Source: an optimization exercise on an open RTL-to-GDS flow (aim: small area and a short achievable clock period). Production flows keep margins and buffers that such runs may drop. Power and IR drop assume default switching activity.

## donkeyScreen
module donkeyScreen #(
    parameter int TimerStart      = 6059,
    parameter int FramesPerSecond = 60
) (
    input  logic                  frame_clk,
    input  logic                  reset,
    input  logic                  PSEL,
    input  logic                  PENABLE,
    input  logic                  PWRITE,
    input  logic [7:0]            PADDR,
    input  logic [15:0]           PWDATA,
    output logic [15:0]           PRDATA,
    output logic                  PREADY,
    output logic                  PSLVERR,
    input  logic                  frameStart,
    input  spritePkg::coordT      drawX,
    input  spritePkg::coordT      drawY,
    output spritePkg::colorT      rgb,
    output spritePkg::frameCountT timeLeft
);
    spritePkg::coordT barrel0X;
    spritePkg::coordT barrel0Y;
    spritePkg::coordT barrel1X;
    spritePkg::coordT barrel1Y;
    spritePkg::coordT barrelSize;
    logic  timerRestart;
    logic  hundreds;
    spritePkg::digitT tens;
    spritePkg::digitT ones;
    logic [1:0] code;
    apbRegs regs (
        .frame_clk, .reset,
        .PSEL, .PENABLE, .PWRITE, .PADDR, .PWDATA,
        .PRDATA, .PREADY, .PSLVERR,
        .barrel0X, .barrel0Y, .barrel1X, .barrel1Y, .barrelSize,
        .timerRestart
    );
    countdownTimer timer (
        .frame_clk, .reset, .frameStart, .timerRestart,
        .timeLeft, .hundreds, .tens, .ones
    );
    sceneHitTest hitTest (
        .frame_clk, .reset, .drawX, .drawY,
        .barrel0X, .barrel0Y, .barrel1X, .barrel1Y, .barrelSize,
        .hundreds, .tens, .ones,
        .code
    );
    pixelMixer mixer (
        .code, .rgb
    );
endmodule
==> flow/config.mk <==
export PLATFORM = sky130hd
export DESIGN_NAME = donkeyScreen
export DESIGN_NICKNAME = donkeyScreen
export VERILOG_FILES = /design/flow/design.v
export SDC_FILE = /design/flow/constraint.sdc
export NUM_CORES = 4
export LEC_CHECK = 0
export CAP_MARGIN = 20
export CORE_MARGIN = 2
export CORE_UTILIZATION = 40
export CTS_BUF_LIST = sky130_fd_sc_hd__clkbuf_4 sky130_fd_sc_hd__clkbuf_8
export SLEW_MARGIN = 20
export SYNTH_HIERARCHICAL = 1
export SYNTH_MINIMUM_KEEP_SIZE = 0
==> flow/constraint.sdc <==
create_clock -name core_clock -period 14.0 [get_ports {frame_clk}]
set_input_delay 2.8000 -clock core_clock [delete_from_list [all_inputs] [get_ports {frame_clk}]]
set_output_delay 2.8000 -clock core_clock [all_outputs]
set_load 0.01 [all_outputs]
standard.sh (not shown) runs the stock make flow with config.mk's settings and CLKGATE_MAP_FILE= SYNTH_SCRIPT=/design/flow/synth_recipe.tcl, a recipe that flattens the netlist after the stock synthesis.
==> flow/flow/run.sh <==
#!/bin/bash
# The standard layout, with plain buffers on the ports instead of the delay cells
# that port buffering picks by default, and timing repair aimed at a shorter period than
# the clock (the margin); make's output goes to make_finish.log, each tool's to orfs/logs
set -euo pipefail
bash standard.sh finish BUFFER_PORTS_ARGS="-buffer_cell sky130_fd_sc_hd__buf_2" SETUP_SLACK_MARGIN=8 > make_finish.log 2>&1
The first run produced a clean layout.
Then changed:
--- a/flow/design.v
+++ b/flow/design.v
@@ -50,18 +50,15 @@
     assign addrMapped = highZero && !(PADDR[4] && PADDR[3]);
     always_comb begin
         for (int i = 0; i < 6; i++) sel[i] = highZero && (PADDR[4:2] == 3'(i));
     end
     assign PREADY  = 1'b1;
     assign PSLVERR = ~addrMapped;
-    logic [9:0] lowPair, highPair, readMux;
-    assign lowPair  = PADDR[2] ? barrel0Y : barrel0X;
-    assign highPair = PADDR[2] ? barrel1Y : barrel1X;
-    assign readMux  = PADDR[4] ? ({10{~PADDR[3] & ~PADDR[2]}} & barrelSize)
-                               : (PADDR[3] ? highPair : lowPair);
-    assign PRDATA   = {6'd0, {10{highZero}} & readMux};
+    assign PRDATA  = {6'd0, ({10{sel[0]}} & barrel0X) | ({10{sel[1]}} & barrel0Y)
+                          | ({10{sel[2]}} & barrel1X) | ({10{sel[3]}} & barrel1Y)
+                          | ({10{sel[4]}} & barrelSize)};
     assign writeAcc = PSEL & PENABLE & PWRITE;
     always_ff @(posedge frame_clk or posedge reset) begin
         if (reset) begin
             barrel0X   <= OffScreen;
             barrel0Y   <= OffScreen;
             barrel1X   <= OffScreen;
@@ -199,16 +196,19 @@
     logic  barrelNext;
     logic  girderNext;
     logic  digitNext;
     logic  inDigitArea;
     logic  glyphLit;
     spritePkg::digitT cellDigit;
-    absDiff10 diff0X (.a (drawX), .b (barrel0X), .d (dist0XNext));
-    absDiff10 diff0Y (.a (drawY), .b (barrel0Y), .d (dist0YNext));
-    absDiff10 diff1X (.a (drawX), .b (barrel1X), .d (dist1XNext));
-    absDiff10 diff1Y (.a (drawY), .b (barrel1Y), .d (dist1YNext));
+    spritePkg::coordT drawXN, drawYN;
+    assign drawXN = ~drawX;
+    assign drawYN = ~drawY;
+    absDiff10 diff0X (.a (barrel0X), .nb (drawXN), .d (dist0XNext));
+    absDiff10 diff0Y (.a (barrel0Y), .nb (drawYN), .d (dist0YNext));
+    absDiff10 diff1X (.a (barrel1X), .nb (drawXN), .d (dist1XNext));
+    absDiff10 diff1Y (.a (barrel1Y), .nb (drawYN), .d (dist1YNext));
     radiusSquare radSquare (.r (barrelSize), .sq (radSqNext));
     always_comb begin
         girderNext = 1'b0;
         for (int i = 0; i < spritePkg::GirderCount; i++) begin
             if ((drawX > spritePkg::GirderLeft[10*i +: 10]) && (drawX < spritePkg::GirderRight[10*i +: 10])
                     && (drawY >= spritePkg::GirderTop[10*i +: 10]) && (drawY <= spritePkg::GirderBottom[10*i +: 10])) begin
@@ -1117,17 +1117,17 @@
     wire [19:0] rqA = {1'b0, r[9], fc72, fc71, fc70, fc69, fc68, fc67, fc66, fc65, fc64, fc63, fc62, hc61, hc60, hs60, pp1, r[1], 1'b0, r[0]};
     wire [19:0] rqB = {1'b0, pp44, pp43, fs72, fs71, fs70, fs69, fs68, fs67, fs66, fs65, fs64, fs63, fs62, hs61, pp9, 1'b0, pp0, 1'b0, 1'b0};
     assign sq = rqA + rqB;
 endmodule
 module absDiff10 (
     input  logic [9:0] a,
-    input  logic [9:0] b,
+    input  logic [9:0] nb,
     output logic [9:0] d
 );
-    wire [9:0] dp = ~(a ^ b);
-    wire [9:0] dg = a & ~b;
+    wire [9:0] dp = a ^ nb;
+    wire [9:0] dg = a & nb;
     wire dG0_1 = dg[1] | (dp[1] & dg[0]);
     wire dP0_1 = dp[1] & dp[0];
     wire dG0_3 = dg[3] | (dp[3] & dg[2]);
     wire dP0_3 = dp[3] & dp[2];
     wire dG0_5 = dg[5] | (dp[5] & dg[4]);
     wire dP0_5 = dp[5] & dp[4];
Outcome:
- cell count is higher slightly
- power fell by a quarter to a third
- die area rises slightly
- design area hardly moves
- register-to-register slack gets worse by 0.21 ns
- clock power came out higher by a few percent
- count of clock-buffer cells in the layout increases by 2
- wire length is higher by a few percent
- synthesized cell count rises by a few percent
No functional check of the RTL was part of any run of this note.

static timing again, ports no longer ideal:
The flow's constraints put no driver on any port. The routed layouts listed below were extracted and timed again, unchanged, in two steps. Step 1 (the two cells are an assumption about what drives the block):
set clk [get_ports {frame_clk}]
set_driving_cell -lib_cell sky130_fd_sc_hd__clkbuf_16 $clk
set_driving_cell -lib_cell sky130_fd_sc_hd__buf_2 [delete_from_list [all_inputs] $clk]
Step 2, shift: input delay + t, output delay - t, t = (earliest + latest rising clock arrival at the registers) / 2. This alone moves slack from input paths to output paths. Three values: ideal, step 1, step 2; two values: the first two.
run	t, ns	setup WS [ns]	worst setup path after step 2	worst data-port slew with drivers (ns)
the first run	0.504	7.404 / 7.259 / 7.259	input to output	0.19
the second run	0.495	7.486 / 7.274 / 7.274	input to output	0.24
After both steps setup and hold are still met in every run listed. The setup slack of the second run, which loses most, moves by -0.212 ns with the drivers and by -0.212 ns with both steps.
